Background: an optimization exercise with open tools, aiming at small area, a short achievable clock period and few clock cycles. Do not read the settings as production practice. At most, simulation tests tie the RTL to the original design; equivalence was not proved. No functional check of the RTL was part of run 3.

==> standard.sh <==
#!/bin/bash
# synth_recipe.tcl (not shown) runs the flow's synth.tcl, then flattens the netlist and writes it again
# the make line also repeats each setting of config.mk as NAME=value (left out here)
make -C /OpenROAD-flow-scripts/flow DESIGN_CONFIG=/design/flow/config.mk WORK_HOME=/design/flow/orfs CLKGATE_MAP_FILE= SYNTH_SCRIPT=/design/flow/synth_recipe.tcl "${@:-finish}"
==> design.v <==
module conv_rescaler #(
    parameter int NB_PIXEL = 19,
    parameter int NB_COUNT = 32,
    parameter int NB_OUT   = 8,
    parameter int NB_FRAC  = 16
) (
    input  logic                clock,
    input  logic                reset,
    input  logic                i_extremesValid,
    input  logic [NB_PIXEL-1:0] i_maxValue,
    input  logic [NB_PIXEL-1:0] i_minValue,
    input  logic [NB_COUNT-1:0] i_imageSize,
    input  logic                i_valid,
    input  logic [NB_PIXEL-1:0] i_convValue,
    output logic                o_ready,
    output logic [NB_OUT-1:0]   o_pixel,
    output logic                o_valid,
    output logic                o_endSignal
);
    localparam int NB_R     = NB_PIXEL;
    localparam int NB_SCALE = NB_OUT + NB_FRAC;           
    localparam int ND       = (NB_R + 2) / 2;             
    localparam int LC       = 10;                         
    localparam logic [NB_SCALE-1:0] DIVIDEND = {{NB_OUT{1'b1}}, {NB_FRAC{1'b0}}};
    logic                 busy_q, init_q, prep_q, div_q, run_q;
    logic                 init_d, prep_d, div_d, run_d;
    logic                 v0_q, l0_q, v1_q, l1_q, v2_q, l2_q, v3_q, e3_q;
    logic [NB_PIXEL:0]    c_q;        
    logic [NB_PIXEL-1:0]  min_q, max_q;
    logic                 gt_q;       
    logic                 lt_q;       
    logic                 rneg_q;     
    logic [NB_R-1:0]      range_q;
    logic [NB_COUNT-1:0]  count_q;    
    logic [NB_SCALE-1:0]  scale_q;
    logic [3*ND-2:0]      bd_q;       
    logic [NB_SCALE-1:LC] psa_q, psb_q, psc_q;
    logic                 pc1_q, pc2_q;
    logic [NB_OUT-1:0]    pixel_q;
    logic idle, accept, last_acc, lone_end, start;
    logic [NB_PIXEL:0]    delta;      
    logic                 d_neg, d_big, span_ok;   
    logic [NB_R-1:0]      d_clamp;
    logic [NB_R+1:0]      dx;         
    logic [ND-1:0]        b_one, b_two, b_neg;
    logic [NB_R-1:0]      rem_next;
    logic                 q_bit, dbit_next;
    logic [NB_R-1:0]      lead;       
    logic [NB_R-1:0]      rem_init;
    logic [NB_SCALE:0]    ra, rb, rc;
    logic [LC-1:0]        lo_s, lo_c;
    logic                 lo_co;
    logic [NB_SCALE-LC-1:0] hi_s, hi_c, hi_sum;
    logic [NB_COUNT-1:0]  count_dec;
    logic [NB_R:0]        dsum;
    logic                 dsub_c, gt, lt;
    assign idle     = !busy_q;
    assign accept   = i_valid && run_q;
    assign last_acc = accept && (count_q == NB_COUNT'(1));
    assign start    = idle && i_extremesValid;
    assign lone_end = start && (i_imageSize == '0);
    cr_adds #(NB_PIXEL + 1) u_delta (
        .a(c_q), .b(~{min_q[NB_PIXEL-1], min_q}), .ci(1'b1),
        .s(delta), .co());
    assign d_neg   = lt_q;
    assign span_ok = !rneg_q && (range_q != '0);
    cr_cmp #(NB_PIXEL) u_gt (
        .a({~i_convValue[NB_PIXEL-1], i_convValue[NB_PIXEL-2:0]}),
        .b(~{~max_q[NB_PIXEL-1], max_q[NB_PIXEL-2:0]}), .ci(1'b0), .co(gt));
    assign d_big = gt_q;
    cr_cmp #(NB_PIXEL) u_lt (
        .a({~min_q[NB_PIXEL-1], min_q[NB_PIXEL-2:0]}),
        .b(~{~i_convValue[NB_PIXEL-1], i_convValue[NB_PIXEL-2:0]}), .ci(1'b0), .co(lt));
    always_comb begin
        d_clamp = delta[NB_R-1:0];
        if (d_neg)
            d_clamp = '0;
        else if (d_big)
            d_clamp = range_q;
    end
    assign dx = {1'b0, d_clamp, 1'b0};
    always_comb begin
        for (int r = 0; r < ND; r++) begin
            b_one[r] = dx[2*r+1] ^ dx[2*r];
            b_two[r] = (dx[2*r+2] && !dx[2*r+1] && !dx[2*r]) || (!dx[2*r+2] && dx[2*r+1] && dx[2*r]);
            b_neg[r] = dx[2*r+2];
        end
    end
    always_comb begin
        for (int i = 0; i < NB_R; i++) begin
            lead[i] = range_q[i];
            for (int j = i + 1; j < NB_R; j++)
                if (range_q[j]) lead[i] = 1'b0;
        end
        for (int i = 0; i < NB_R; i++) begin
            rem_init[i] = 1'b0;
            for (int j = i + 1; j <= i + NB_OUT && j < NB_R; j++)
                rem_init[i] = rem_init[i] | lead[j];
        end
    end
    cr_adds #(NB_R + 1) u_div (.a(c_q), .b(~{1'b0, range_q}), .ci(1'b1), .s(dsum), .co(dsub_c));
    assign q_bit     = dsub_c;
    assign rem_next  = q_bit ? dsum[NB_R-1:0] : c_q[NB_R-1:0];
    assign dbit_next = (scale_q[NB_SCALE-2:NB_OUT-1] == '0);
    cr_add #(NB_COUNT) u_cnt (.a(count_q), .b('1), .ci(1'b0), .s(count_dec), .co());
    cr_mul u_mul (.a(scale_q), .one(bd_q[ND-1:0]), .two(bd_q[2*ND-1:ND]),
                  .neg({1'b0, bd_q[3*ND-2:2*ND]}), .ra(ra), .rb(rb), .rc(rc));
    assign lo_s = ra[LC-1:0] ^ rb[LC-1:0] ^ rc[LC-1:0];
    assign lo_c = (ra[LC-1:0] & rb[LC-1:0]) | (ra[LC-1:0] & rc[LC-1:0]) | (rb[LC-1:0] & rc[LC-1:0]);
    cr_cmp #(LC) u_lo (.a(lo_s), .b({lo_c[LC-2:0], 1'b0}), .ci(1'b0), .co(lo_co));
    assign hi_s = psa_q ^ psb_q ^ psc_q;
    assign hi_c = (psa_q & psb_q) | (psa_q & psc_q) | (psb_q & psc_q);
    cr_adds #(NB_SCALE - LC) u_hi (.a(hi_s), .b({hi_c[NB_SCALE-LC-2:0], pc1_q}), .ci(pc2_q), .s(hi_sum), .co());
    assign init_d = start && !lone_end;
    assign prep_d = init_q;
    assign div_d  = (prep_q && span_ok) || (div_q && !scale_q[NB_SCALE-1]);
    assign run_d  = (prep_q && !span_ok) || (div_q && !scale_q[NB_SCALE-1] && scale_q[NB_SCALE-2]) || (run_q && !last_acc);
    always_ff @(posedge clock or negedge reset) begin
        if (!reset) begin
            busy_q <= 1'b0;
            init_q <= 1'b0;
            prep_q <= 1'b0;
            div_q  <= 1'b0;
            run_q  <= 1'b0;
            v0_q   <= 1'b0;
            l0_q   <= 1'b0;
            v1_q   <= 1'b0;
            l1_q   <= 1'b0;
            v2_q   <= 1'b0;
            l2_q   <= 1'b0;
            v3_q   <= 1'b0;
            e3_q   <= 1'b0;
        end else begin
            busy_q <= init_d || prep_d || div_d || run_d;
            init_q <= init_d;
            prep_q <= prep_d;
            div_q  <= div_d;
            run_q  <= run_d;
            v0_q   <= accept;
            l0_q   <= last_acc;
            v1_q   <= v0_q;
            l1_q   <= l0_q;
            v2_q   <= v1_q;
            l2_q   <= v1_q && l1_q;
            v3_q   <= v2_q;
            e3_q   <= l2_q || lone_end;
        end
    end
    always_ff @(posedge clock) begin
        if (idle)
            c_q <= {i_maxValue[NB_PIXEL-1], i_maxValue};
        else if (prep_q)
            c_q <= {rem_init, (lead[NB_R-1:NB_OUT] == '0)};
        else if (div_q && !scale_q[NB_SCALE-1])
            c_q <= {rem_next, dbit_next};
        else
            c_q <= {i_convValue[NB_PIXEL-1], i_convValue};
        if (idle) begin
            min_q   <= i_minValue;
            max_q   <= i_maxValue;
            count_q <= i_imageSize;
        end else if (accept) begin
            count_q <= count_dec;
        end
        if (init_q)
            range_q <= delta[NB_R-1:0];
        if (prep_q)
            scale_q <= span_ok ? NB_SCALE'(lead) : '0;
        else if (div_q)
            scale_q <= {scale_q[NB_SCALE-2:0], q_bit};
        bd_q <= {b_neg[ND-2:0], b_two, b_one};
        gt_q <= gt;
        lt_q <= lt;
        if (init_q)
            rneg_q <= delta[NB_PIXEL];
        psa_q   <= ra[NB_SCALE-1:LC];
        psb_q   <= rb[NB_SCALE-1:LC];
        psc_q   <= rc[NB_SCALE-1:LC];
        pc1_q   <= lo_c[LC-1];
        pc2_q   <= lo_co;
        pixel_q <= hi_sum[NB_SCALE-LC-1:NB_FRAC-LC];
    end
    assign o_ready     = run_q;
    assign o_pixel     = pixel_q;
    assign o_valid     = v3_q;
    assign o_endSignal = e3_q;
endmodule
module cr_add #(
    parameter int W = 8
) (
    input  logic [W-1:0] a,
    input  logic [W-1:0] b,
    input  logic         ci,
    output logic [W-1:0] s,
    output logic         co
);
    localparam int L = $clog2(W + 1);
    localparam int N = 1 << L;
    logic [N-1:0] g, p, x;
    always_comb begin
        x = '0;
        g = '0;
        p = '0;
        x[W-1:0] = a ^ b;
        g[W-1:0] = a & b;
        p[W-1:0] = x[W-1:0];
        g[0] = g[0] | (p[0] & ci);
        for (int d = 0; d < L; d++)
            for (int i = (2 << d) - 1; i < N; i += (2 << d)) begin
                g[i] = g[i] | (p[i] & g[i - (1 << d)]);
                p[i] = p[i] & p[i - (1 << d)];
            end
        for (int d = L - 2; d >= 0; d--)
            for (int i = 3 * (1 << d) - 1; i < N; i += (2 << d)) begin
                g[i] = g[i] | (p[i] & g[i - (1 << d)]);
                p[i] = p[i] & p[i - (1 << d)];
            end
        s[0] = x[0] ^ ci;
        for (int i = 1; i < W; i++)
            s[i] = x[i] ^ g[i - 1];
        co = g[W - 1];
    end
endmodule
module cr_adds #(
    parameter int W = 8
) (
    input  logic [W-1:0] a,
    input  logic [W-1:0] b,
    input  logic         ci,
    output logic [W-1:0] s,
    output logic         co
);
    localparam int L = $clog2(W + 1);
    localparam int N = 1 << L;
    logic [N-1:0] g, p, x;
    always_comb begin
        x = '0;
        g = '0;
        p = '0;
        x[W-1:0] = a ^ b;
        g[W-1:0] = a & b;
        p[W-1:0] = x[W-1:0];
        g[0] = g[0] | (p[0] & ci);
        for (int d = 0; d < L; d++)
            for (int i = 0; i < N; i++)
                if ((i >> d) & 1) begin
                    g[i] = g[i] | (p[i] & g[((i >> d) << d) - 1]);
                    p[i] = p[i] & p[((i >> d) << d) - 1];
                end
        s[0] = x[0] ^ ci;
        for (int i = 1; i < W; i++)
            s[i] = x[i] ^ g[i - 1];
        co = g[W - 1];
    end
endmodule
module cr_cmp #(
    parameter int W = 8
) (
    input  logic [W-1:0] a,
    input  logic [W-1:0] b,
    input  logic         ci,
    output logic         co
);
    localparam int L = $clog2(W + 1);
    localparam int N = 1 << L;
    logic [N-1:0] g, p;
    always_comb begin
        g = '0;
        p = '0;
        g[W-1:0] = a & b;
        p[W-1:0] = a | b;
        g[0] = g[0] | (p[0] & ci);
        for (int d = 0; d < L; d++)
            for (int i = (2 << d) - 1; i < N; i += (2 << d)) begin
                g[i] = g[i] | (p[i] & g[i - (1 << d)]);
                p[i] = p[i] & p[i - (1 << d)];
            end
        for (int d = L - 2; d >= 0; d--)
            for (int i = 3 * (1 << d) - 1; i < N; i += (2 << d)) begin
                g[i] = g[i] | (p[i] & g[i - (1 << d)]);
                p[i] = p[i] & p[i - (1 << d)];
            end
        co = g[W - 1];
    end
endmodule
module cr_mul (input logic [23:0] a, input logic [9:0] one, input logic [9:0] two, input logic [9:0] neg, output logic [24:0] ra, output logic [24:0] rb, output logic [24:0] rc);
wire pp1;
wire pp2;
wire pp3;
wire pp4;
wire pp5;
wire pp6;
wire pp7;
wire pp8;
wire pp9;
wire pp10;
wire pp11;
wire pp12;
wire pp13;
wire pp14;
wire pp15;
wire pp16;
wire pp17;
wire pp18;
wire pp19;
wire pp20;
wire pp21;
wire pp22;
wire pp23;
wire pp24;
wire pp25;
wire pp26;
wire pp27;
wire pp28;
wire pp29;
wire pp30;
wire pp31;
wire pp32;
wire pp33;
wire pp34;
wire pp35;
wire pp36;
wire pp37;
wire pp38;
wire pp39;
wire pp40;
wire pp41;
wire pp42;
wire pp43;
wire pp44;
wire pp45;
wire pp46;
wire pp47;
wire pp48;
wire pp49;
wire pp50;
wire pp51;
wire pp52;
wire pp53;
wire pp54;
wire pp55;
wire pp56;
wire pp57;
wire pp58;
wire pp59;
wire pp60;
wire pp61;
wire pp62;
wire pp63;
wire pp64;
wire pp65;
wire pp66;
wire pp67;
wire pp68;
wire pp69;
wire pp70;
wire pp71;
wire pp72;
wire pp73;
wire pp74;
wire pp75;
wire pp76;
wire pp77;
wire pp78;
wire pp79;
wire pp80;
wire pp81;
wire pp82;
wire pp83;
wire pp84;
wire pp85;
wire pp86;
wire pp87;
wire pp88;
wire pp89;
wire pp90;
wire pp91;
wire pp92;
wire pp93;
wire pp94;
wire pp95;
wire pp96;
wire pp97;
wire pp98;
wire pp99;
wire pp100;
wire pp101;
wire pp102;
wire pp103;
wire pp104;
wire pp105;
wire pp106;
wire pp107;
wire pp108;
wire pp109;
wire pp110;
wire pp111;
wire pp112;
wire pp113;
wire pp114;
wire pp115;
wire pp116;
wire pp117;
wire pp118;
wire pp119;
wire pp120;
wire pp121;
wire pp122;
wire pp123;
wire pp124;
wire pp125;
wire pp126;
wire pp127;
wire pp128;
wire pp129;
wire pp130;
wire pp131;
wire pp132;
wire pp133;
wire pp134;
wire pp135;
wire pp136;
wire pp137;
wire pp138;
wire pp139;
wire pp140;
wire pp141;
wire pp142;
wire pp143;
wire pp144;
wire pp145;
wire pp146;
wire pp147;
wire pp148;
wire pp149;
wire pp150;
wire pp151;
wire pp152;
wire pp153;
wire pp154;
wire pp155;
wire pp156;
wire pp157;
wire pp158;
wire pp159;
wire pp160;
wire s161;
wire c162;
wire s163;
wire c164;
wire s165;
wire c166;
wire s167;
wire c168;
wire s169;
wire c170;
wire s171;
wire c172;
wire s173;
wire c174;
wire s175;
wire c176;
wire s177;
wire c178;
wire s179;
wire c180;
wire s181;
wire c182;
wire s183;
wire c184;
wire s185;
wire c186;
wire s187;
wire c188;
wire s189;
wire c190;
wire s191;
wire c192;
wire s193;
wire c194;
wire s195;
wire c196;
wire s197;
wire c198;
wire s199;
wire c200;
wire s201;
wire c202;
wire s203;
wire c204;
wire s205;
wire c206;
wire s207;
wire c208;
wire s209;
wire c210;
wire s211;
wire c212;
wire s213;
wire c214;
wire s215;
wire c216;
wire s217;
wire c218;
wire s219;
wire c220;
wire s221;
wire c222;
wire s223;
wire c224;
wire s225;
wire c226;
wire s227;
wire c228;
wire s229;
wire c230;
wire s231;
wire c232;
wire s233;
wire c234;
wire s235;
wire c236;
wire s237;
wire c238;
wire s239;
wire c240;
wire s241;
wire c242;
wire s243;
wire c244;
wire s245;
wire c246;
wire s247;
wire c248;
wire s249;
wire c250;
wire s251;
wire c252;
wire s253;
wire c254;
wire s255;
wire c256;
wire s257;
wire c258;
wire s259;
wire c260;
wire s261;
wire c262;
wire s263;
wire c264;
wire s265;
wire c266;
wire s267;
wire c268;
wire s269;
wire c270;
wire s271;
wire c272;
wire s273;
wire c274;
wire s275;
wire c276;
wire s277;
wire c278;
wire s279;
wire c280;
wire s281;
wire c282;
wire s283;
wire c284;
wire s285;
wire c286;
wire s287;
wire c288;
wire s289;
wire c290;
wire s291;
wire c292;
wire s293;
wire c294;
wire s295;
wire c296;
wire s297;
wire c298;
wire s299;
wire c300;
wire s301;
wire c302;
wire s303;
wire c304;
wire s305;
wire c306;
wire s307;
wire c308;
wire s309;
wire c310;
wire s311;
wire c312;
wire s313;
wire c314;
wire s315;
wire c316;
wire s317;
wire c318;
wire s319;
wire c320;
wire s321;
wire c322;
wire s323;
wire c324;
wire s325;
wire c326;
wire s327;
wire c328;
wire s329;
wire c330;
wire s331;
wire c332;
wire s333;
wire c334;
wire s335;
wire c336;
wire s337;
wire c338;
wire s339;
wire c340;
wire s341;
wire c342;
wire s343;
wire c344;
wire s345;
wire c346;
wire s347;
wire c348;
wire s349;
wire c350;
wire s351;
wire c352;
wire s353;
wire c354;
wire s355;
wire c356;
wire x357;
wire x358;
wire x359;
wire x360;
wire x361;
wire x362;
wire x363;
wire x364;
wire x365;
wire x366;
wire x367;
wire x368;
wire x369;
wire x370;
assign pp1 = ((one[0] & a[0])) ^ neg[0];
assign pp2 = ((one[0] & a[1]) | (two[0] & a[0])) ^ neg[0];
assign pp3 = ((one[0] & a[2]) | (two[0] & a[1])) ^ neg[0];
assign pp4 = ((one[0] & a[3]) | (two[0] & a[2])) ^ neg[0];
assign pp5 = ((one[0] & a[4]) | (two[0] & a[3])) ^ neg[0];
assign pp6 = ((one[0] & a[5]) | (two[0] & a[4])) ^ neg[0];
assign pp7 = ((one[0] & a[6]) | (two[0] & a[5])) ^ neg[0];
assign pp8 = ((one[0] & a[7]) | (two[0] & a[6])) ^ neg[0];
assign pp9 = ((one[0] & a[8]) | (two[0] & a[7])) ^ neg[0];
assign pp10 = ((one[0] & a[9]) | (two[0] & a[8])) ^ neg[0];
assign pp11 = ((one[0] & a[10]) | (two[0] & a[9])) ^ neg[0];
assign pp12 = ((one[0] & a[11]) | (two[0] & a[10])) ^ neg[0];
assign pp13 = ((one[0] & a[12]) | (two[0] & a[11])) ^ neg[0];
assign pp14 = ((one[0] & a[13]) | (two[0] & a[12])) ^ neg[0];
assign pp15 = ((one[0] & a[14]) | (two[0] & a[13])) ^ neg[0];
assign pp16 = ((one[0] & a[15]) | (two[0] & a[14])) ^ neg[0];
assign pp17 = ((one[0] & a[16]) | (two[0] & a[15])) ^ neg[0];
assign pp18 = ((one[0] & a[17]) | (two[0] & a[16])) ^ neg[0];
assign pp19 = ((one[0] & a[18]) | (two[0] & a[17])) ^ neg[0];
assign pp20 = ((one[0] & a[19]) | (two[0] & a[18])) ^ neg[0];
assign pp21 = ((one[0] & a[20]) | (two[0] & a[19])) ^ neg[0];
assign pp22 = ((one[0] & a[21]) | (two[0] & a[20])) ^ neg[0];
assign pp23 = ((one[0] & a[22]) | (two[0] & a[21])) ^ neg[0];
assign pp24 = ((one[0] & a[23]) | (two[0] & a[22])) ^ neg[0];
assign pp25 = ((two[0] & a[23])) ^ neg[0];
assign pp26 = ((one[1] & a[0])) ^ neg[1];
assign pp27 = ((one[1] & a[1]) | (two[1] & a[0])) ^ neg[1];
assign pp28 = ((one[1] & a[2]) | (two[1] & a[1])) ^ neg[1];
assign pp29 = ((one[1] & a[3]) | (two[1] & a[2])) ^ neg[1];
assign pp30 = ((one[1] & a[4]) | (two[1] & a[3])) ^ neg[1];
assign pp31 = ((one[1] & a[5]) | (two[1] & a[4])) ^ neg[1];
assign pp32 = ((one[1] & a[6]) | (two[1] & a[5])) ^ neg[1];
assign pp33 = ((one[1] & a[7]) | (two[1] & a[6])) ^ neg[1];
assign pp34 = ((one[1] & a[8]) | (two[1] & a[7])) ^ neg[1];
assign pp35 = ((one[1] & a[9]) | (two[1] & a[8])) ^ neg[1];
assign pp36 = ((one[1] & a[10]) | (two[1] & a[9])) ^ neg[1];
assign pp37 = ((one[1] & a[11]) | (two[1] & a[10])) ^ neg[1];
assign pp38 = ((one[1] & a[12]) | (two[1] & a[11])) ^ neg[1];
assign pp39 = ((one[1] & a[13]) | (two[1] & a[12])) ^ neg[1];
assign pp40 = ((one[1] & a[14]) | (two[1] & a[13])) ^ neg[1];
assign pp41 = ((one[1] & a[15]) | (two[1] & a[14])) ^ neg[1];
assign pp42 = ((one[1] & a[16]) | (two[1] & a[15])) ^ neg[1];
assign pp43 = ((one[1] & a[17]) | (two[1] & a[16])) ^ neg[1];
assign pp44 = ((one[1] & a[18]) | (two[1] & a[17])) ^ neg[1];
assign pp45 = ((one[1] & a[19]) | (two[1] & a[18])) ^ neg[1];
assign pp46 = ((one[1] & a[20]) | (two[1] & a[19])) ^ neg[1];
assign pp47 = ((one[1] & a[21]) | (two[1] & a[20])) ^ neg[1];
assign pp48 = ((one[1] & a[22]) | (two[1] & a[21])) ^ neg[1];
assign pp49 = ((one[2] & a[0])) ^ neg[2];
assign pp50 = ((one[2] & a[1]) | (two[2] & a[0])) ^ neg[2];
assign pp51 = ((one[2] & a[2]) | (two[2] & a[1])) ^ neg[2];
assign pp52 = ((one[2] & a[3]) | (two[2] & a[2])) ^ neg[2];
assign pp53 = ((one[2] & a[4]) | (two[2] & a[3])) ^ neg[2];
assign pp54 = ((one[2] & a[5]) | (two[2] & a[4])) ^ neg[2];
assign pp55 = ((one[2] & a[6]) | (two[2] & a[5])) ^ neg[2];
assign pp56 = ((one[2] & a[7]) | (two[2] & a[6])) ^ neg[2];
assign pp57 = ((one[2] & a[8]) | (two[2] & a[7])) ^ neg[2];
assign pp58 = ((one[2] & a[9]) | (two[2] & a[8])) ^ neg[2];
assign pp59 = ((one[2] & a[10]) | (two[2] & a[9])) ^ neg[2];
assign pp60 = ((one[2] & a[11]) | (two[2] & a[10])) ^ neg[2];
assign pp61 = ((one[2] & a[12]) | (two[2] & a[11])) ^ neg[2];
assign pp62 = ((one[2] & a[13]) | (two[2] & a[12])) ^ neg[2];
assign pp63 = ((one[2] & a[14]) | (two[2] & a[13])) ^ neg[2];
assign pp64 = ((one[2] & a[15]) | (two[2] & a[14])) ^ neg[2];
assign pp65 = ((one[2] & a[16]) | (two[2] & a[15])) ^ neg[2];
assign pp66 = ((one[2] & a[17]) | (two[2] & a[16])) ^ neg[2];
assign pp67 = ((one[2] & a[18]) | (two[2] & a[17])) ^ neg[2];
assign pp68 = ((one[2] & a[19]) | (two[2] & a[18])) ^ neg[2];
assign pp69 = ((one[2] & a[20]) | (two[2] & a[19])) ^ neg[2];
assign pp70 = ((one[3] & a[0])) ^ neg[3];
assign pp71 = ((one[3] & a[1]) | (two[3] & a[0])) ^ neg[3];
assign pp72 = ((one[3] & a[2]) | (two[3] & a[1])) ^ neg[3];
assign pp73 = ((one[3] & a[3]) | (two[3] & a[2])) ^ neg[3];
assign pp74 = ((one[3] & a[4]) | (two[3] & a[3])) ^ neg[3];
assign pp75 = ((one[3] & a[5]) | (two[3] & a[4])) ^ neg[3];
assign pp76 = ((one[3] & a[6]) | (two[3] & a[5])) ^ neg[3];
assign pp77 = ((one[3] & a[7]) | (two[3] & a[6])) ^ neg[3];
assign pp78 = ((one[3] & a[8]) | (two[3] & a[7])) ^ neg[3];
assign pp79 = ((one[3] & a[9]) | (two[3] & a[8])) ^ neg[3];
assign pp80 = ((one[3] & a[10]) | (two[3] & a[9])) ^ neg[3];
assign pp81 = ((one[3] & a[11]) | (two[3] & a[10])) ^ neg[3];
assign pp82 = ((one[3] & a[12]) | (two[3] & a[11])) ^ neg[3];
assign pp83 = ((one[3] & a[13]) | (two[3] & a[12])) ^ neg[3];
assign pp84 = ((one[3] & a[14]) | (two[3] & a[13])) ^ neg[3];
assign pp85 = ((one[3] & a[15]) | (two[3] & a[14])) ^ neg[3];
assign pp86 = ((one[3] & a[16]) | (two[3] & a[15])) ^ neg[3];
assign pp87 = ((one[3] & a[17]) | (two[3] & a[16])) ^ neg[3];
assign pp88 = ((one[3] & a[18]) | (two[3] & a[17])) ^ neg[3];
assign pp89 = ((one[4] & a[0])) ^ neg[4];
assign pp90 = ((one[4] & a[1]) | (two[4] & a[0])) ^ neg[4];
assign pp91 = ((one[4] & a[2]) | (two[4] & a[1])) ^ neg[4];
assign pp92 = ((one[4] & a[3]) | (two[4] & a[2])) ^ neg[4];
assign pp93 = ((one[4] & a[4]) | (two[4] & a[3])) ^ neg[4];
assign pp94 = ((one[4] & a[5]) | (two[4] & a[4])) ^ neg[4];
assign pp95 = ((one[4] & a[6]) | (two[4] & a[5])) ^ neg[4];
assign pp96 = ((one[4] & a[7]) | (two[4] & a[6])) ^ neg[4];
assign pp97 = ((one[4] & a[8]) | (two[4] & a[7])) ^ neg[4];
assign pp98 = ((one[4] & a[9]) | (two[4] & a[8])) ^ neg[4];
assign pp99 = ((one[4] & a[10]) | (two[4] & a[9])) ^ neg[4];
assign pp100 = ((one[4] & a[11]) | (two[4] & a[10])) ^ neg[4];
assign pp101 = ((one[4] & a[12]) | (two[4] & a[11])) ^ neg[4];
assign pp102 = ((one[4] & a[13]) | (two[4] & a[12])) ^ neg[4];
assign pp103 = ((one[4] & a[14]) | (two[4] & a[13])) ^ neg[4];
assign pp104 = ((one[4] & a[15]) | (two[4] & a[14])) ^ neg[4];
assign pp105 = ((one[4] & a[16]) | (two[4] & a[15])) ^ neg[4];
assign pp106 = ((one[5] & a[0])) ^ neg[5];
assign pp107 = ((one[5] & a[1]) | (two[5] & a[0])) ^ neg[5];
assign pp108 = ((one[5] & a[2]) | (two[5] & a[1])) ^ neg[5];
assign pp109 = ((one[5] & a[3]) | (two[5] & a[2])) ^ neg[5];
assign pp110 = ((one[5] & a[4]) | (two[5] & a[3])) ^ neg[5];
assign pp111 = ((one[5] & a[5]) | (two[5] & a[4])) ^ neg[5];
assign pp112 = ((one[5] & a[6]) | (two[5] & a[5])) ^ neg[5];
assign pp113 = ((one[5] & a[7]) | (two[5] & a[6])) ^ neg[5];
assign pp114 = ((one[5] & a[8]) | (two[5] & a[7])) ^ neg[5];
assign pp115 = ((one[5] & a[9]) | (two[5] & a[8])) ^ neg[5];
assign pp116 = ((one[5] & a[10]) | (two[5] & a[9])) ^ neg[5];
assign pp117 = ((one[5] & a[11]) | (two[5] & a[10])) ^ neg[5];
assign pp118 = ((one[5] & a[12]) | (two[5] & a[11])) ^ neg[5];
assign pp119 = ((one[5] & a[13]) | (two[5] & a[12])) ^ neg[5];
assign pp120 = ((one[5] & a[14]) | (two[5] & a[13])) ^ neg[5];
assign pp121 = ((one[6] & a[0])) ^ neg[6];
assign pp122 = ((one[6] & a[1]) | (two[6] & a[0])) ^ neg[6];
assign pp123 = ((one[6] & a[2]) | (two[6] & a[1])) ^ neg[6];
assign pp124 = ((one[6] & a[3]) | (two[6] & a[2])) ^ neg[6];
assign pp125 = ((one[6] & a[4]) | (two[6] & a[3])) ^ neg[6];
assign pp126 = ((one[6] & a[5]) | (two[6] & a[4])) ^ neg[6];
assign pp127 = ((one[6] & a[6]) | (two[6] & a[5])) ^ neg[6];
assign pp128 = ((one[6] & a[7]) | (two[6] & a[6])) ^ neg[6];
assign pp129 = ((one[6] & a[8]) | (two[6] & a[7])) ^ neg[6];
assign pp130 = ((one[6] & a[9]) | (two[6] & a[8])) ^ neg[6];
assign pp131 = ((one[6] & a[10]) | (two[6] & a[9])) ^ neg[6];
assign pp132 = ((one[6] & a[11]) | (two[6] & a[10])) ^ neg[6];
assign pp133 = ((one[6] & a[12]) | (two[6] & a[11])) ^ neg[6];
assign pp134 = ((one[7] & a[0])) ^ neg[7];
assign pp135 = ((one[7] & a[1]) | (two[7] & a[0])) ^ neg[7];
assign pp136 = ((one[7] & a[2]) | (two[7] & a[1])) ^ neg[7];
assign pp137 = ((one[7] & a[3]) | (two[7] & a[2])) ^ neg[7];
assign pp138 = ((one[7] & a[4]) | (two[7] & a[3])) ^ neg[7];
assign pp139 = ((one[7] & a[5]) | (two[7] & a[4])) ^ neg[7];
assign pp140 = ((one[7] & a[6]) | (two[7] & a[5])) ^ neg[7];
assign pp141 = ((one[7] & a[7]) | (two[7] & a[6])) ^ neg[7];
assign pp142 = ((one[7] & a[8]) | (two[7] & a[7])) ^ neg[7];
assign pp143 = ((one[7] & a[9]) | (two[7] & a[8])) ^ neg[7];
assign pp144 = ((one[7] & a[10]) | (two[7] & a[9])) ^ neg[7];
assign pp145 = ((one[8] & a[0])) ^ neg[8];
assign pp146 = ((one[8] & a[1]) | (two[8] & a[0])) ^ neg[8];
assign pp147 = ((one[8] & a[2]) | (two[8] & a[1])) ^ neg[8];
assign pp148 = ((one[8] & a[3]) | (two[8] & a[2])) ^ neg[8];
assign pp149 = ((one[8] & a[4]) | (two[8] & a[3])) ^ neg[8];
assign pp150 = ((one[8] & a[5]) | (two[8] & a[4])) ^ neg[8];
assign pp151 = ((one[8] & a[6]) | (two[8] & a[5])) ^ neg[8];
assign pp152 = ((one[8] & a[7]) | (two[8] & a[6])) ^ neg[8];
assign pp153 = ((one[8] & a[8]) | (two[8] & a[7])) ^ neg[8];
assign pp154 = (one[9] & a[0]);
assign pp155 = (one[9] & a[1]) | (two[9] & a[0]);
assign pp156 = (one[9] & a[2]) | (two[9] & a[1]);
assign pp157 = (one[9] & a[3]) | (two[9] & a[2]);
assign pp158 = (one[9] & a[4]) | (two[9] & a[3]);
assign pp159 = (one[9] & a[5]) | (two[9] & a[4]);
assign pp160 = (one[9] & a[6]) | (two[9] & a[5]);
assign s161 = pp17 ^ pp40;
assign c162 = pp17 & pp40;
assign s163 = pp18 ^ pp41;
assign c164 = pp18 & pp41;
assign s165 = pp19 ^ pp42 ^ pp63;
assign c166 = (pp19 & pp42) | (pp19 & pp63) | (pp42 & pp63);
assign s167 = pp20 ^ pp43 ^ pp64;
assign c168 = (pp20 & pp43) | (pp20 & pp64) | (pp43 & pp64);
assign s169 = pp21 ^ pp44 ^ pp65;
assign c170 = (pp21 & pp44) | (pp21 & pp65) | (pp44 & pp65);
assign s171 = pp22 ^ pp45 ^ pp66;
assign c172 = (pp22 & pp45) | (pp22 & pp66) | (pp45 & pp66);
assign s173 = pp23 ^ pp46 ^ pp67;
assign c174 = (pp23 & pp46) | (pp23 & pp67) | (pp46 & pp67);
assign s175 = pp24 ^ pp47 ^ pp68;
assign c176 = (pp24 & pp47) | (pp24 & pp68) | (pp47 & pp68);
assign s177 = pp11 ^ pp34;
assign c178 = pp11 & pp34;
assign s179 = pp12 ^ pp35;
assign c180 = pp12 & pp35;
assign s181 = pp13 ^ pp36 ^ pp57;
assign c182 = (pp13 & pp36) | (pp13 & pp57) | (pp36 & pp57);
assign s183 = pp76 ^ pp93;
assign c184 = pp76 & pp93;
assign s185 = pp14 ^ pp37 ^ pp58;
assign c186 = (pp14 & pp37) | (pp14 & pp58) | (pp37 & pp58);
assign s187 = pp77 ^ pp94;
assign c188 = pp77 & pp94;
assign s189 = pp15 ^ pp38 ^ pp59;
assign c190 = (pp15 & pp38) | (pp15 & pp59) | (pp38 & pp59);
assign s191 = pp78 ^ pp95 ^ pp110;
assign c192 = (pp78 & pp95) | (pp78 & pp110) | (pp95 & pp110);
assign s193 = pp123 ^ pp134;
assign c194 = pp123 & pp134;
assign s195 = pp16 ^ pp39 ^ pp60;
assign c196 = (pp16 & pp39) | (pp16 & pp60) | (pp39 & pp60);
assign s197 = pp79 ^ pp96 ^ pp111;
assign c198 = (pp79 & pp96) | (pp79 & pp111) | (pp96 & pp111);
assign s199 = pp124 ^ pp135;
assign c200 = pp124 & pp135;
assign s201 = pp61 ^ pp80 ^ pp97;
assign c202 = (pp61 & pp80) | (pp61 & pp97) | (pp80 & pp97);
assign s203 = pp112 ^ pp125 ^ pp136;
assign c204 = (pp112 & pp125) | (pp112 & pp136) | (pp125 & pp136);
assign s205 = pp145 ^ neg[8] ^ s161;
assign c206 = (pp145 & neg[8]) | (pp145 & s161) | (neg[8] & s161);
assign s207 = pp62 ^ pp81 ^ pp98;
assign c208 = (pp62 & pp81) | (pp62 & pp98) | (pp81 & pp98);
assign s209 = pp113 ^ pp126 ^ pp137;
assign c210 = (pp113 & pp126) | (pp113 & pp137) | (pp126 & pp137);
assign s211 = pp146 ^ s163 ^ c162;
assign c212 = (pp146 & s163) | (pp146 & c162) | (s163 & c162);
assign s213 = pp82 ^ pp99 ^ pp114;
assign c214 = (pp82 & pp99) | (pp82 & pp114) | (pp99 & pp114);
assign s215 = pp127 ^ pp138 ^ pp147;
assign c216 = (pp127 & pp138) | (pp127 & pp147) | (pp138 & pp147);
assign s217 = pp154 ^ s165 ^ c164;
assign c218 = (pp154 & s165) | (pp154 & c164) | (s165 & c164);
assign s219 = pp83 ^ pp100 ^ pp115;
assign c220 = (pp83 & pp100) | (pp83 & pp115) | (pp100 & pp115);
assign s221 = pp128 ^ pp139 ^ pp148;
assign c222 = (pp128 & pp139) | (pp128 & pp148) | (pp139 & pp148);
assign s223 = pp155 ^ s167 ^ c166;
assign c224 = (pp155 & s167) | (pp155 & c166) | (s167 & c166);
assign s225 = pp84 ^ pp101 ^ pp116;
assign c226 = (pp84 & pp101) | (pp84 & pp116) | (pp101 & pp116);
assign s227 = pp129 ^ pp140 ^ pp149;
assign c228 = (pp129 & pp140) | (pp129 & pp149) | (pp140 & pp149);
assign s229 = pp156 ^ s169 ^ c168;
assign c230 = (pp156 & s169) | (pp156 & c168) | (s169 & c168);
assign s231 = pp85 ^ pp102 ^ pp117;
assign c232 = (pp85 & pp102) | (pp85 & pp117) | (pp102 & pp117);
assign s233 = pp130 ^ pp141 ^ pp150;
assign c234 = (pp130 & pp141) | (pp130 & pp150) | (pp141 & pp150);
assign s235 = pp157 ^ s171 ^ c170;
assign c236 = (pp157 & s171) | (pp157 & c170) | (s171 & c170);
assign s237 = pp86 ^ pp103 ^ pp118;
assign c238 = (pp86 & pp103) | (pp86 & pp118) | (pp103 & pp118);
assign s239 = pp131 ^ pp142 ^ pp151;
assign c240 = (pp131 & pp142) | (pp131 & pp151) | (pp142 & pp151);
assign s241 = pp158 ^ s173 ^ c172;
assign c242 = (pp158 & s173) | (pp158 & c172) | (s173 & c172);
assign s243 = pp87 ^ pp104 ^ pp119;
assign c244 = (pp87 & pp104) | (pp87 & pp119) | (pp104 & pp119);
assign s245 = pp132 ^ pp143 ^ pp152;
assign c246 = (pp132 & pp143) | (pp132 & pp152) | (pp143 & pp152);
assign s247 = pp159 ^ s175 ^ c174;
assign c248 = (pp159 & s175) | (pp159 & c174) | (s175 & c174);
assign s249 = pp7 ^ pp30;
assign c250 = pp7 & pp30;
assign s251 = pp8 ^ pp31;
assign c252 = pp8 & pp31;
assign s253 = pp9 ^ pp32 ^ pp53;
assign c254 = (pp9 & pp32) | (pp9 & pp53) | (pp32 & pp53);
assign s255 = pp72 ^ pp89;
assign c256 = pp72 & pp89;
assign s257 = pp10 ^ pp33 ^ pp54;
assign c258 = (pp10 & pp33) | (pp10 & pp54) | (pp33 & pp54);
assign s259 = pp73 ^ pp90;
assign c260 = pp73 & pp90;
assign s261 = pp55 ^ pp74 ^ pp91;
assign c262 = (pp55 & pp74) | (pp55 & pp91) | (pp74 & pp91);
assign s263 = pp106 ^ neg[5] ^ s177;
assign c264 = (pp106 & neg[5]) | (pp106 & s177) | (neg[5] & s177);
assign s265 = pp56 ^ pp75 ^ pp92;
assign c266 = (pp56 & pp75) | (pp56 & pp92) | (pp75 & pp92);
assign s267 = pp107 ^ s179 ^ c178;
assign c268 = (pp107 & s179) | (pp107 & c178) | (s179 & c178);
assign s269 = pp108 ^ pp121 ^ neg[6];
assign c270 = (pp108 & pp121) | (pp108 & neg[6]) | (pp121 & neg[6]);
assign s271 = s181 ^ s183 ^ c180;
assign c272 = (s181 & s183) | (s181 & c180) | (s183 & c180);
assign s273 = pp109 ^ pp122 ^ s185;
assign c274 = (pp109 & pp122) | (pp109 & s185) | (pp122 & s185);
assign s275 = s187 ^ c182 ^ c184;
assign c276 = (s187 & c182) | (s187 & c184) | (c182 & c184);
assign s277 = neg[7] ^ s189 ^ s191;
assign c278 = (neg[7] & s189) | (neg[7] & s191) | (s189 & s191);
assign s279 = s193 ^ c186 ^ c188;
assign c280 = (s193 & c186) | (s193 & c188) | (c186 & c188);
assign s281 = s195 ^ s197 ^ s199;
assign c282 = (s195 & s197) | (s195 & s199) | (s197 & s199);
assign s283 = c190 ^ c192 ^ c194;
assign c284 = (c190 & c192) | (c190 & c194) | (c192 & c194);
assign s285 = s201 ^ s203 ^ s205;
assign c286 = (s201 & s203) | (s201 & s205) | (s203 & s205);
assign s287 = c196 ^ c198 ^ c200;
assign c288 = (c196 & c198) | (c196 & c200) | (c198 & c200);
assign s289 = s207 ^ s209 ^ s211;
assign c290 = (s207 & s209) | (s207 & s211) | (s209 & s211);
assign s291 = c202 ^ c204 ^ c206;
assign c292 = (c202 & c204) | (c202 & c206) | (c204 & c206);
assign s293 = s213 ^ s215 ^ s217;
assign c294 = (s213 & s215) | (s213 & s217) | (s215 & s217);
assign s295 = c208 ^ c210 ^ c212;
assign c296 = (c208 & c210) | (c208 & c212) | (c210 & c212);
assign s297 = s219 ^ s221 ^ s223;
assign c298 = (s219 & s221) | (s219 & s223) | (s221 & s223);
assign s299 = c214 ^ c216 ^ c218;
assign c300 = (c214 & c216) | (c214 & c218) | (c216 & c218);
assign s301 = s225 ^ s227 ^ s229;
assign c302 = (s225 & s227) | (s225 & s229) | (s227 & s229);
assign s303 = c220 ^ c222 ^ c224;
assign c304 = (c220 & c222) | (c220 & c224) | (c222 & c224);
assign s305 = s231 ^ s233 ^ s235;
assign c306 = (s231 & s233) | (s231 & s235) | (s233 & s235);
assign s307 = c226 ^ c228 ^ c230;
assign c308 = (c226 & c228) | (c226 & c230) | (c228 & c230);
assign s309 = s237 ^ s239 ^ s241;
assign c310 = (s237 & s239) | (s237 & s241) | (s239 & s241);
assign s311 = c232 ^ c234 ^ c236;
assign c312 = (c232 & c234) | (c232 & c236) | (c234 & c236);
assign s313 = s243 ^ s245 ^ s247;
assign c314 = (s243 & s245) | (s243 & s247) | (s245 & s247);
assign s315 = c238 ^ c240 ^ c242;
assign c316 = (c238 & c240) | (c238 & c242) | (c240 & c242);
assign s317 = pp5 ^ pp28;
assign c318 = pp5 & pp28;
assign s319 = pp6 ^ pp29;
assign c320 = pp6 & pp29;
assign s321 = pp51 ^ pp70 ^ neg[3];
assign c322 = (pp51 & pp70) | (pp51 & neg[3]) | (pp70 & neg[3]);
assign s323 = pp52 ^ pp71 ^ s251;
assign c324 = (pp52 & pp71) | (pp52 & s251) | (pp71 & s251);
assign s325 = neg[4] ^ s253 ^ s255;
assign c326 = (neg[4] & s253) | (neg[4] & s255) | (s253 & s255);
assign s327 = s257 ^ s259 ^ c254;
assign c328 = (s257 & s259) | (s257 & c254) | (s259 & c254);
assign s329 = s261 ^ s263 ^ c258;
assign c330 = (s261 & s263) | (s261 & c258) | (s263 & c258);
assign s331 = s265 ^ s267 ^ c262;
assign c332 = (s265 & s267) | (s265 & c262) | (s267 & c262);
assign s333 = s269 ^ s271 ^ c266;
assign c334 = (s269 & s271) | (s269 & c266) | (s271 & c266);
assign s335 = s273 ^ s275 ^ c270;
assign c336 = (s273 & s275) | (s273 & c270) | (s275 & c270);
assign s337 = s277 ^ s279 ^ c274;
assign c338 = (s277 & s279) | (s277 & c274) | (s279 & c274);
assign s339 = s281 ^ s283 ^ c278;
assign c340 = (s281 & s283) | (s281 & c278) | (s283 & c278);
assign s341 = s285 ^ s287 ^ c282;
assign c342 = (s285 & s287) | (s285 & c282) | (s287 & c282);
assign s343 = s289 ^ s291 ^ c286;
assign c344 = (s289 & s291) | (s289 & c286) | (s291 & c286);
assign s345 = s293 ^ s295 ^ c290;
assign c346 = (s293 & s295) | (s293 & c290) | (s295 & c290);
assign s347 = s297 ^ s299 ^ c294;
assign c348 = (s297 & s299) | (s297 & c294) | (s299 & c294);
assign s349 = s301 ^ s303 ^ c298;
assign c350 = (s301 & s303) | (s301 & c298) | (s303 & c298);
assign s351 = s305 ^ s307 ^ c302;
assign c352 = (s305 & s307) | (s305 & c302) | (s307 & c302);
assign s353 = s309 ^ s311 ^ c306;
assign c354 = (s309 & s311) | (s309 & c306) | (s311 & c306);
assign s355 = s313 ^ s315 ^ c310;
assign c356 = (s313 & s315) | (s313 & c310) | (s315 & c310);
assign x357 = pp25 ^ pp48;
assign x358 = pp69 ^ pp88;
assign x359 = pp105 ^ pp120;
assign x360 = pp133 ^ pp144;
assign x361 = pp153 ^ pp160;
assign x362 = x357 ^ x358;
assign x363 = x359 ^ x360;
assign x364 = x361 ^ x362;
assign x365 = x363 ^ c176;
assign x366 = c244 ^ c246;
assign x367 = x364 ^ x365;
assign x368 = x366 ^ x367;
assign x369 = c248 ^ x368;
assign x370 = x369 ^ c314;
assign ra = {c316, c312, c308, c304, c300, c296, c292, c288, c284, c280, c276, c272, c268, c264, c260, c256, c252, c250, s249, pp50, pp49, pp4, pp3, pp2, pp1};
assign rb = {x370, s355, s353, s351, s349, s347, s345, s343, s341, s339, s337, s335, s333, s331, s329, s327, s325, s323, s321, s319, neg[2], pp27, pp26, 1'b0, neg[0]};
assign rc = {c356, c354, c352, c350, c348, c346, c344, c342, c340, c338, c336, c334, c332, c330, c328, c326, c324, c322, c320, c318, s317, 1'b0, neg[1], 1'b0, 1'b0};
endmodule
==> constraint.sdc <==
create_clock -name core_clock -period 9.0 [get_ports {clock}]
set_input_delay 1.8000 -clock core_clock [delete_from_list [all_inputs] [get_ports {clock}]]
set_output_delay 1.8000 -clock core_clock [all_outputs]
set_load 0.01 [all_outputs]
==> config.mk <==
export PLATFORM = sky130hd
export DESIGN_NAME = conv_rescaler
export DESIGN_NICKNAME = conv_rescaler
export VERILOG_FILES = /design/flow/design.v
export SDC_FILE = /design/flow/constraint.sdc
export NUM_CORES = 4
export LEC_CHECK = 0
export ABC_CLOCK_PERIOD_IN_PS = 3500
export CAP_MARGIN = 20
export CORE_MARGIN = 2
export CORE_UTILIZATION = 40
export SLEW_MARGIN = 20
==> flow/run.sh <==
#!/bin/bash
# Standard layout, with the port buffers made from the smallest plain buffer, a clock tree
# of clkbuf_16 buffers each driving a cluster of up to 25 flip-flops, without dummy loads,
# and timing repair aiming for 5.8 ns of setup slack (a 3.2 ns period) at the design's 9 ns clock.
set -euo pipefail
export BUFFER_PORTS_ARGS="-buffer_cell sky130_fd_sc_hd__buf_1"
export CTS_ARGS="-sink_clustering_enable -repair_clock_nets -dont_use_dummy_load -buf_list {sky130_fd_sc_hd__clkbuf_16} -sink_clustering_size 25 -sink_clustering_max_diameter 80"
export SETUP_SLACK_MARGIN=5.8
bash standard.sh > standard_flow.log 2>&1
==> run_results.csv, run 1 <==
group,metric,value,unit
clock_tree,clockBufferDepth,3,
layout,area_growth,12.0,%
route,vias,12500,
synthesis,ys.flop_type,"edfxtp_1",
sta,fin_hold_ws,355,ps
clock_tree,numCtsBuffers,19,
global_route,grt_use_total,0.202,
place,io_buffers,103,
setup_path,required,9410,ps
floorplanning,ios,104,
sta,finalHoldViolCount,0,
synthesis,synthesis.area,16400,um2
clock_tree,hold_buffers,0,
place,pre_cts_ws,5110,ps
sta,fin_ws,5750,ps
layout,final_cells,2269,
layout,antenna_cells,0,
synthesis,syn_nets,1918,
sta,max_slew.worst_pin.slew,955,ps
synthesis,synth_edf_count,114,
global_route,grt_pass1_vias,12900,
route,wire_per_inst,18.7,um
clock_tree,cts_root_buf,"clkbuf_16",
synthesis,syn_inst,1641,
synthesis,ys_warn_count,6,
route,drt_iter0_drc,987,
layout,n_fill_cell,3908,
floorplanning,die_h,207,um
setup_path,crit_fanout,20,
setup_path,end_kind,"flop",
global_route,antenna_found_initial,0,
place,place_congestion,0.888,
clock_tree,clk_latency,550,ps
clock_tree,clkTransAtPathRegs,90,ps
route,wl_met3,2.46,mm
layout,seqCellArea,5840,um2
clock_tree,clock-sinks,230,
setup_path,setup.worst_path.class,"flop to flop",
layout,final_util,0.452,
run,maxCapViolations,0,
min_path,hold-path-cell-count,0,
sta,slew_headroom,0.363,
sta,finalSetupTns,0,ps
layout,drive_above_1_share,0.104,
layout,nets,2016,
route,drc_errors,0,
route,detail-route-antenna-nets,0,
floorplanning,die_w,207,um
layout,final_cell_area,18400,um2
sta,finalSetupViolCount,0,
synthesis,ys_seq_elements,230,
global_route,grt_pass1_wl,68.2,mm
sta,fin_crit_sh,0.361,
place,placed_area,17300,um2
clock_tree,htree_levels,1,
sta,fin_crit,3250,ps
route,met2_length,20.1,mm
floorplanning,start_util,0.404,
setup_path,cp_data_arrival_time,3660,ps
run_status,outcome,"no timing/DRC/antenna violations",
route,routed_via_density,5.50,
synthesis,async_flop_share,0.0565,
place,placedCellCount,2192,
sta,rsz0062_at_grt,"yes",
route,highest_layer,"met4",
min_path,worstHoldStart,"l0_q",
clock_tree,cts_tree,"yes",
setup_path,start_kind,"flop",
route,wl_met1,18.4,mm
setup_path,critPathLaunch,"scale_q[5]",
synthesis,ys_seq_area_frac,0.353,
setup_path,worstRegToRegCells,13,
route,dr.pass1.iters,6,
floorplanning,die-area,42700,um2
global_route,grt_overflow,0,
synthesis,postSynthAreaPerCell,10.0,um2
setup_path,reg2reg_from,"scale_q[5]",
synthesis,synth_cell_types,78,
place,hpwl,30.1,mm
floorplanning,core-area,40700,um2
floorplanning,fp-row-count,74,
sta,slew_viol_final,0,
sta,skew,83.3,ps
sta,fmax,308,MHz
setup_path,reg2reg_slack,5750,ps
global_route,grt_max_degree,84,
layout,multi_input_area,9800,um2
min_path,hp-class,"flop to flop",
route,finalWirelength,42.4,mm
## placed cells by master, fill, tap and decap left out, types with 14 or more instances in the layout
cell type  instances
inv_1            162
a22oi_1          133
xnor2_1          131
edfxtp_1         114
buf_1            102
fa_1              99
dfxtp_1           93
nor2_1            86
ha_1              82
xor2_1            74
nand2_1           70
buf_4             65
a21oi_1           59
o21ai_0           57
nor3_1            32
nand3_1           23
nor4_1            21
clkbuf_16         19
nand2b_1          17
nand4_1           14
## worst paths after layout
| kind | end |
|---|---|
| max | pc2_q |
| min | l1_q |
| max reg2reg | pc2_q |
| min reg2reg | l1_q |
| max in group asynchronous | prep_q |
| min in group asynchronous | init_q |
## logic make-up after synthesis
logic type	Yosys count	synth area share
XOR/XNOR	208	0.111
AND/OR/NAND/NOR	321	0.0977
flip-flops	230	0.353
buffers and inverters	267	0.0610
adder cells (fa/ha/maj)	196	0.194
AO/OA/AOI/OAI	392	0.165
multiplexers	27	0.0176
## synthesized netlist by cell type (18+ instances only)
master / number / area, um2
a21oi_1: 61 / 305
a22oi_1: 143 / 1070
buf_1: 23 / 86.3
clkbuf_1: 78 / 293
dfxtp_1: 103 / 2060
edfxtp_1: 114 / 3420
fa_1: 102 / 2040
ha_1: 82 / 1030
inv_1: 163 / 612
nand2_1: 70 / 263
nand2b_1: 18 / 113
nand3_1: 23 / 115
nor2_1: 86 / 323
nor3_1: 32 / 160
nor4_1: 25 / 156
o21ai_0: 60 / 300
xnor2_1: 133 / 1160
xor2_1: 74 / 648
## cell type report
| cell class | instances | area share |
|---|---|---|
| Clock buffer | 19 | 0.0258 |
| Multi-Input combinational cell | 1144 | 0.532 |
| Sequential cell | 230 | 0.317 |
| Tap cell | 532 | 0.0362 |
| Timing Repair Buffer | 179 | 0.0545 |
| Inverter | 165 | 0.0338 |
## sequential cells by signal, summed over array words and instances, names as in the netlist, 19 cells and up
register / count
max_q: 19
scale_q: 24
range_q: 19
bd_q: 29
c_q: 20
count_q: 32
min_q: 19
## worst max-delay path, stage by stage (launching register included)
cell and delay [ps]:
edfxtp_1 400, buf_8 190, a22oi_2 190, xnor2_1 90, ha_1 280, inv_1 50, fa_1 470, inv_1 40
fa_1 520, o221ai_2 110, nor4_2 300, buf_4 170, nor4_2 40, nor4_2 270
## what timing repair did
| action | CTS | global route |
|---|---|---|
| cloned | 1 | 0 |
| buffers inserted | 34 | 23 |
| gates resized for setup | 32 | 29 |
| setup endpoints to repair | 25 | 20 |
| pin swaps | 14 | 20 |
## metal layers
metal,up-vias,GRT usage
li1,5981,-
met1,5994,0.266
met2,408,0.339
met3,95,0.0279
met4,0,0.0755
met5,-,0
Testbench counts, summed over its fixed seeds: cycles 20,300.
==> run 2, diff against run 1 <==
==> flow/run.sh (replaced) <==
#!/bin/bash
# Standard layout, with the port buffers made from the smallest plain buffer, a clock tree
# of clkbuf_16 buffers each driving a cluster of up to 25 flip-flops, without dummy loads,
# and timing repair aiming for 5.7 ns of setup slack (a 3.3 ns period) at the design's 9 ns clock.
set -euo pipefail
export BUFFER_PORTS_ARGS="-buffer_cell sky130_fd_sc_hd__buf_1"
export CTS_ARGS="-sink_clustering_enable -repair_clock_nets -dont_use_dummy_load -buf_list {sky130_fd_sc_hd__clkbuf_16} -sink_clustering_size 25 -sink_clustering_max_diameter 80"
export SETUP_SLACK_MARGIN=5.7
bash standard.sh > standard_flow.log 2>&1
==> run_results.csv, run 2 <==
group,metric,value,unit
run_status,outcome,"no timing/DRC/antenna violations",
route,vias,12400,
layout,largest_reg_flops,32,
clock_tree,cts_tree,"yes",
layout,drive_above_1_share,0.0951,
sta,slew_headroom,0.369,
clock_tree,htree_levels,1,
clock_tree,cts_root_buf,"clkbuf_16",
global_route,grt_pass1_vias,12700,
place,place_congestion,0.896,
layout,final_common_cell,"inv_1",
clock_tree,numCtsBuffers,19,
synthesis,synth_cell_types,78,
global_route,antenna_found_initial,0,
clock_tree,clockBufferDepth,3,
setup_path,reg2reg_slack,5740,ps
setup_path,cpMostUsedCell,"fa_1",
min_path,hp-class,"flop to flop",
sta,fmax,307,MHz
sta,fin_crit_sh,0.362,
sta,rsz0062_at_grt,"yes",
route,wire_per_inst,18.7,um
setup_path,required,9370,ps
clock_tree,clkTransAtPathRegs,90,ps
layout,antenna_cells,0,
clock_tree,clock-sinks,230,
sta,finalSetupTns,0,ps
setup_path,cp_data_arrival_time,3630,ps
global_route,grt_use_total,0.200,
global_route,grt_max_degree,84,
route,drc_errors,0,
clock_tree,hold_buffers,0,
setup_path,slowest_delay,550,ps
sta,skew,42.9,ps
setup_path,critPathSlowestCell,"fa_1",
setup_path,setup.worst_path.class,"flop to flop",
synthesis,ys_warn_count,6,
synthesis,postSynthAreaPerCell,10.0,um2
run,maxCapViolations,0,
floorplanning,die_w,207,um
synthesis,ys_seq_elements,230,
global_route,grt_overflow,0,
synthesis,synth_top_area_cell,"edfxtp_1",
synthesis,syn_nets,1918,
place,hpwl,30.3,mm
synthesis,synthesis.area,16400,um2
route,routed_via_density,5.49,
layout,final_util,0.449,
layout,reg.largest.list,"count_q (32), bd_q (29), scale_q (24)",
synthesis,syn_inst,1641,
layout,layout_common_cells,"162 x inv_1, 135 x a22oi_1, 131 x xnor2_1",
sta,finalSetupViolCount,0,
setup_path,cp.buffers_inverters,2,
synthesis,ys_seq_area_frac,0.353,
floorplanning,fp-row-count,74,
route,dr.pass1.iters,5,
setup_path,end_kind,"flop",
sta,fin_hold_ws,355,ps
floorplanning,die-area,42700,um2
setup_path,critPathTopFamily,"adder cells",
route,detail-route-antenna-nets,0,
synthesis,synth_area_leaders,"edfxtp_1 21%, dfxtp_1 13%, fa_1 12%",
setup_path,path_cells,"buf_6, a22oi_2, xor2_2, fa_1, inv_1, fa_1, fa_1, a22o_1, nor4_1, nor4_1",
synthesis,ys.flop_type,"edfxtp_1",
sta,slew_viol_final,0,
setup_path,start_kind,"flop",
floorplanning,ios,104,
synthesis,synth_top_area_frac,0.208,
sta,max_slew.worst_pin.slew,947,ps
layout,regMostFlops,"count_q",
sta,finalHoldViolCount,0,
layout,area_growth,11.3,%
place,io_buffers,103,
synthesis,synth_commonest_cells,"163 x inv_1, 143 x a22oi_1, 133 x xnor2_1, 114 x edfxtp_1, 103 x dfxtp_1",
route,finalWirelength,42.2,mm
synthesis,async_flop_share,0.0565,
layout,nets,2004,
sta,fin_crit,3260,ps
floorplanning,start_util,0.404,
synthesis,yosysMostFrequentCell,"inv_1",
clock_tree,clk_latency,540,ps
floorplanning,die_h,207,um
route,drt_iter0_drc,876,
floorplanning,core-area,40700,um2
synthesis,synth_edf_count,114,
global_route,grt_pass1_wl,67.7,mm
setup_path,crit_fanout,5,
-- run 2: changes by cell type in the layout (fill, tap and decap cells not counted), moves of 2 or more --
cell	change
a22oi_1	+2
a22oi_2	-2
buf_4	-11
fa_1	-3
fa_2	+3
maj3_1	+2
maj3_2	-2
nor4_1	+2
nor4_2	-3
o21ai_0	+2
xor2_1	-2
xor2_2	+2
-- run 2: layer usage --
layer | routed length (um) | global-route usage | vias to the layer above
met1 | 18500 | 0.264 | 5992
met5 | 0 | 0 | -
met4 | 1430 | 0.0676 | 0
met3 | 2180 | 0.0256 | 90
met2 | 20100 | 0.341 | 363
li1 | - | - | 5943
-- run 2: logic make-up (layout without fill, tap and decap cells) --
kind of cell,Yosys count,after routing,synth area share
AOI/OAI and AO/OA,392,392,0.165
xor gates and xnor gates,208,208,0.111
adders and majority gates,196,196,0.194
buffers and inverters,267,351,0.0610
DFF,230,230,0.353
muxes,27,27,0.0176
and+or+nand+nor,321,321,0.0977
-- run 2: layout make-up --
cell class                      count  area (um2)
Fill cell                        3980       22400
Timing Repair Buffer              167         912
Inverter                          165         619
Clock buffer                       19         475
Multi-Input combinational cell   1144        9790
Sequential cell                   230        5840
Tap cell                          532         666
-- run 2: worst register-to-register path, delay by kind of cell, from the launching register on --
| kind | cells | cell delay (ps) |
|---|---|---|
| fa+ha+maj | 3 | 1500 |
| simple gates | 2 | 370 |
| buf+inv | 2 | 230 |
| compound gates | 2 | 450 |
| xor+xnor | 1 | 120 |
| flops | 1 | 450 |
-- run 2: timing repair --
item	CTS	global route
endpoints found under the hold margin	0	0
buffers inserted	17	30
pin swaps	7	29
endpoints found under the setup margin	17	14
gates resized for setup	18	37
-- run 2: stage by stage --
stage / cells / setup WS (ps) / area, um2
after detailed placement: 2191 / 5130 / 17300
after CTS: 2227 / 5700 / 17900
after global placement: 2191 / 5120 / 17300
final: 2257 / 5740 / 18300
after global routing: 2257 / 5650 / 18300
after floorplan: 1641 / 5420 / 16500
-- run 2: worst paths after layout --
kind | start | to | cells after the start
setup reg to reg | scale_q[6] | pc2_q | 10
hold / removal | l0_q | l1_q | 0
min in group asynchronous | reset | v2_q | 1
setup / recovery | scale_q[6] | pc2_q | 10
hold reg to reg | l0_q | l1_q | 0
max in group asynchronous | reset | prep_q | 1
==> run 3, diff against run 2 <==
--- a/design.v
+++ b/design.v
@@ -54,5 +54,5 @@
     logic [NB_COUNT-1:0]  count_dec;
     logic [NB_R:0]        dsum;
-    logic                 dsub_c, gt, lt;
+    logic                 dsub_c, gt, lt, lt_co;
     assign idle     = !busy_q;
     assign accept   = i_valid && run_q;
@@ -70,6 +70,7 @@
     assign d_big = gt_q;
     cr_cmp #(NB_PIXEL) u_lt (
-        .a({~min_q[NB_PIXEL-1], min_q[NB_PIXEL-2:0]}),
-        .b(~{~i_convValue[NB_PIXEL-1], i_convValue[NB_PIXEL-2:0]}), .ci(1'b0), .co(lt));
+        .a({~i_convValue[NB_PIXEL-1], i_convValue[NB_PIXEL-2:0]}),
+        .b(~{~min_q[NB_PIXEL-1], min_q[NB_PIXEL-2:0]}), .ci(1'b1), .co(lt_co));
+    assign lt = !lt_co;
     always_comb begin
         d_clamp = delta[NB_R-1:0];
==> flow/run.sh (replaced) <==
#!/bin/bash
# Standard layout, with the port buffers made from the smallest plain buffer, a clock tree
# of clkbuf_16 buffers each driving a cluster of up to 25 flip-flops, without dummy loads,
# and timing repair aiming for 5.8 ns of setup slack (a 3.2 ns period) at the design's 9 ns clock.
set -euo pipefail
export BUFFER_PORTS_ARGS="-buffer_cell sky130_fd_sc_hd__buf_1"
export CTS_ARGS="-sink_clustering_enable -repair_clock_nets -dont_use_dummy_load -buf_list {sky130_fd_sc_hd__clkbuf_16} -sink_clustering_size 25 -sink_clustering_max_diameter 80"
export SETUP_SLACK_MARGIN=5.8
bash standard.sh > standard_flow.log 2>&1
==> run_results.csv, run 3 <==
group,metric,value,unit
global_route,grt_use_total,0.209,
layout,reg.largest.list,"count_q (32), bd_q (29), scale_q (24)",
sta,max_slew.worst_pin.slew,978,ps
synthesis,syn_nets,1955,
clock_tree,hold_buffers,0,
route,detail-route-antenna-nets,0,
floorplanning,fp-row-count,74,
layout,drive_above_1_share,0.107,
route,drt_iter0_drc,1085,
synthesis,synth_top_area_cell,"edfxtp_1",
sta,fin_crit,3310,ps
clock_tree,clkTransAtPathRegs,80,ps
synthesis,synth_commonest_cells,"162 x inv_1, 142 x a22oi_1, 134 x xnor2_1, 114 x edfxtp_1, 103 x dfxtp_1",
global_route,grt_pass1_wl,72.3,mm
floorplanning,core-area,40800,um2
layout,final_common_cell,"inv_1",
sta,fmax,302,MHz
setup_path,cp_data_arrival_time,3700,ps
clock_tree,numCtsBuffers,18,
synthesis,postSynthAreaPerCell,9.88,um2
sta,slew_headroom,0.348,
synthesis,synthesis.area,16600,um2
run_status,outcome,"no timing/DRC/antenna violations",
setup_path,end_kind,"flop",
clock_tree,cts_root_buf,"clkbuf_16",
clock_tree,clockBufferDepth,3,
synthesis,ys_seq_elements,230,
synthesis,ys_seq_area_frac,0.350,
layout,regMostFlops,"count_q",
sta,finalSetupViolCount,0,
global_route,antenna_found_initial,0,
sta,slew_viol_final,0,
layout,largest_reg_flops,32,
sta,skew,76.3,ps
synthesis,yosysMostFrequentCell,"inv_1",
floorplanning,start_util,0.406,
setup_path,setup.worst_path.class,"flop to flop",
clock_tree,clock-sinks,230,
global_route,grt_overflow,0,
floorplanning,die_h,208,um
synthesis,synth_top_area_frac,0.206,
layout,antenna_cells,0,
synthesis,ys.flop_type,"edfxtp_1",
setup_path,crit_fanout,7,
global_route,grt_pass1_vias,13000,
synthesis,ys_warn_count,6,
floorplanning,die-area,43100,um2
route,finalWirelength,45.7,mm
layout,area_growth,12.6,%
sta,fin_hold_ws,360,ps
floorplanning,ios,104,
synthesis,synth_edf_count,114,
clock_tree,cts_tree,"yes",
clock_tree,clk_latency,540,ps
route,wire_per_inst,19.9,um
place,hpwl,32.5,mm
route,routed_via_density,5.66,
place,io_buffers,103,
floorplanning,die_w,208,um
place,place_congestion,0.904,
run,maxCapViolations,0,
min_path,hp-class,"flop to flop",
setup_path,required,9390,ps
global_route,grt_max_degree,63,
sta,finalHoldViolCount,0,
route,dr.pass1.iters,6,
sta,finalSetupTns,0,ps
synthesis,async_flop_share,0.0565,
route,drc_errors,0,
clock_tree,htree_levels,1,
sta,fin_crit_sh,0.368,
layout,layout_common_cells,"158 x inv_1, 129 x xnor2_1, 128 x a22oi_1",
synthesis,synth_cell_types,81,
route,vias,13000,
synthesis,synth_area_leaders,"edfxtp_1 21%, dfxtp_1 12%, fa_1 12%",
synthesis,syn_inst,1678,
layout,nets,2049,
setup_path,start_kind,"flop",
sta,rsz0062_at_grt,"yes",
## run 3: timing repair
item                                    in CTS  in global routing
gates cloned                                 1                  0
pin swaps                                   10                 37
gates resized for setup                     45                 51
buffers inserted                            29                 24
hold endpoints to repair                     0                  0
endpoints found under the setup margin      41                 32
## run 3: cells by family (layout without fill, tap and decap cells)
kind of cell / Yosys count / count (layout) / share of synthesized area
AO/OA/AOI/OAI: 412 / 412 / 0.171
AND/OR/NAND/NOR: 345 / 345 / 0.102
buffers and inverters: 268 / 360 / 0.0619
flip-flops: 230 / 230 / 0.350
XOR/XNOR: 210 / 210 / 0.111
adder cells (fa/ha/maj): 195 / 195 / 0.192
multiplexers: 18 / 18 / 0.0115
## run 3: area by class of cell
cell class / count / area, um2
Multi-Input combinational cell: 1180 / 10000
Clock buffer: 18 / 450
Sequential cell: 230 / 5830
Inverter: 163 / 624
Fill cell: 3794 / 22200
Tap cell: 532 / 666
Timing Repair Buffer: 179 / 1050
## run 3: path summary, 6_finish.rpt
check,from,endpoint,slack [ps],cells after the start
worst max-delay path,scale_q[17],psb_q[23],5690,11
worst min-delay path,v2_q,v3_q,360,0
worst max register to register,scale_q[17],psb_q[23],5690,11
worst min register to register,v2_q,v3_q,360,0
max in group asynchronous,reset,busy_q,7240,1
min in group asynchronous,reset,v3_q,1270,1
## run 3: critical path, stage by stage (launching register included)
cell	delay (ps)
edfxtp_1	540
a22oi_2	260
xor2_2	190
fa_1	440
fa_1	510
inv_1	60
fa_2	350
xnor2_2	160
xnor2_2	210
xnor2_2	150
xnor2_1	150
xnor2_1	140
## run 3: stage by stage
| stage | setup WS, ps | instances | utilization | area (um2) |
|---|---|---|---|---|
| 2_1_floorplan | 5600 | 1678 | - | 16600 |
| 3_3_place_gp | 4790 | 2230 | 0.426 | 17400 |
| 3_5_place_dp | 4810 | 2230 | 0.426 | 17400 |
| 4_1_cts | 5650 | 2278 | 0.447 | 18300 |
| 5_1_grt | 5540 | 2302 | 0.457 | 18700 |
| 6_report | 5690 | 2302 | 0.457 | 18700 |
## run 3: metal layers
layer,vias to the layer above,part of all wire,global-route usage
met1,6321,0.44,0.285
met5,-,0,0
li1,6096,-,-
met2,497,0.46,0.338
met3,119,0.061,0.0284
met4,0,0.039,0.0796

afterwards: timing with drivers on the ports:
How much do the figures lean on ideal ports? The routed layouts below were timed once more, with nothing changed but the port constraints.
Step 1, drivers: a clkbuf_16 drives clock and a buf_2 each remaining input, both assumed.
Step 2 times the ports against the registers' clock, not the clock port: input delays grow and output delays shrink by t, the midpoint of the rising clock arrivals with the driver on.
a / b / c = ideal ports / drivers / drivers and shift; a / b = the first two.
run | t, ns | setup WS [ns] | worst slew at a driven data input, ns
run 1 | 0.561 | 5.754 / 5.754 / 5.293 | 0.04
run 2 | 0.571 | 5.740 / 5.740 / 5.224 | 0.05
run 3 | 0.556 | 5.689 / 5.689 / 5.280 | 0.07
After both steps every run listed still meets setup and hold. The setup slack of run 2, which loses most, moves by 0.000 ns with the drivers and by -0.516 ns with both steps.
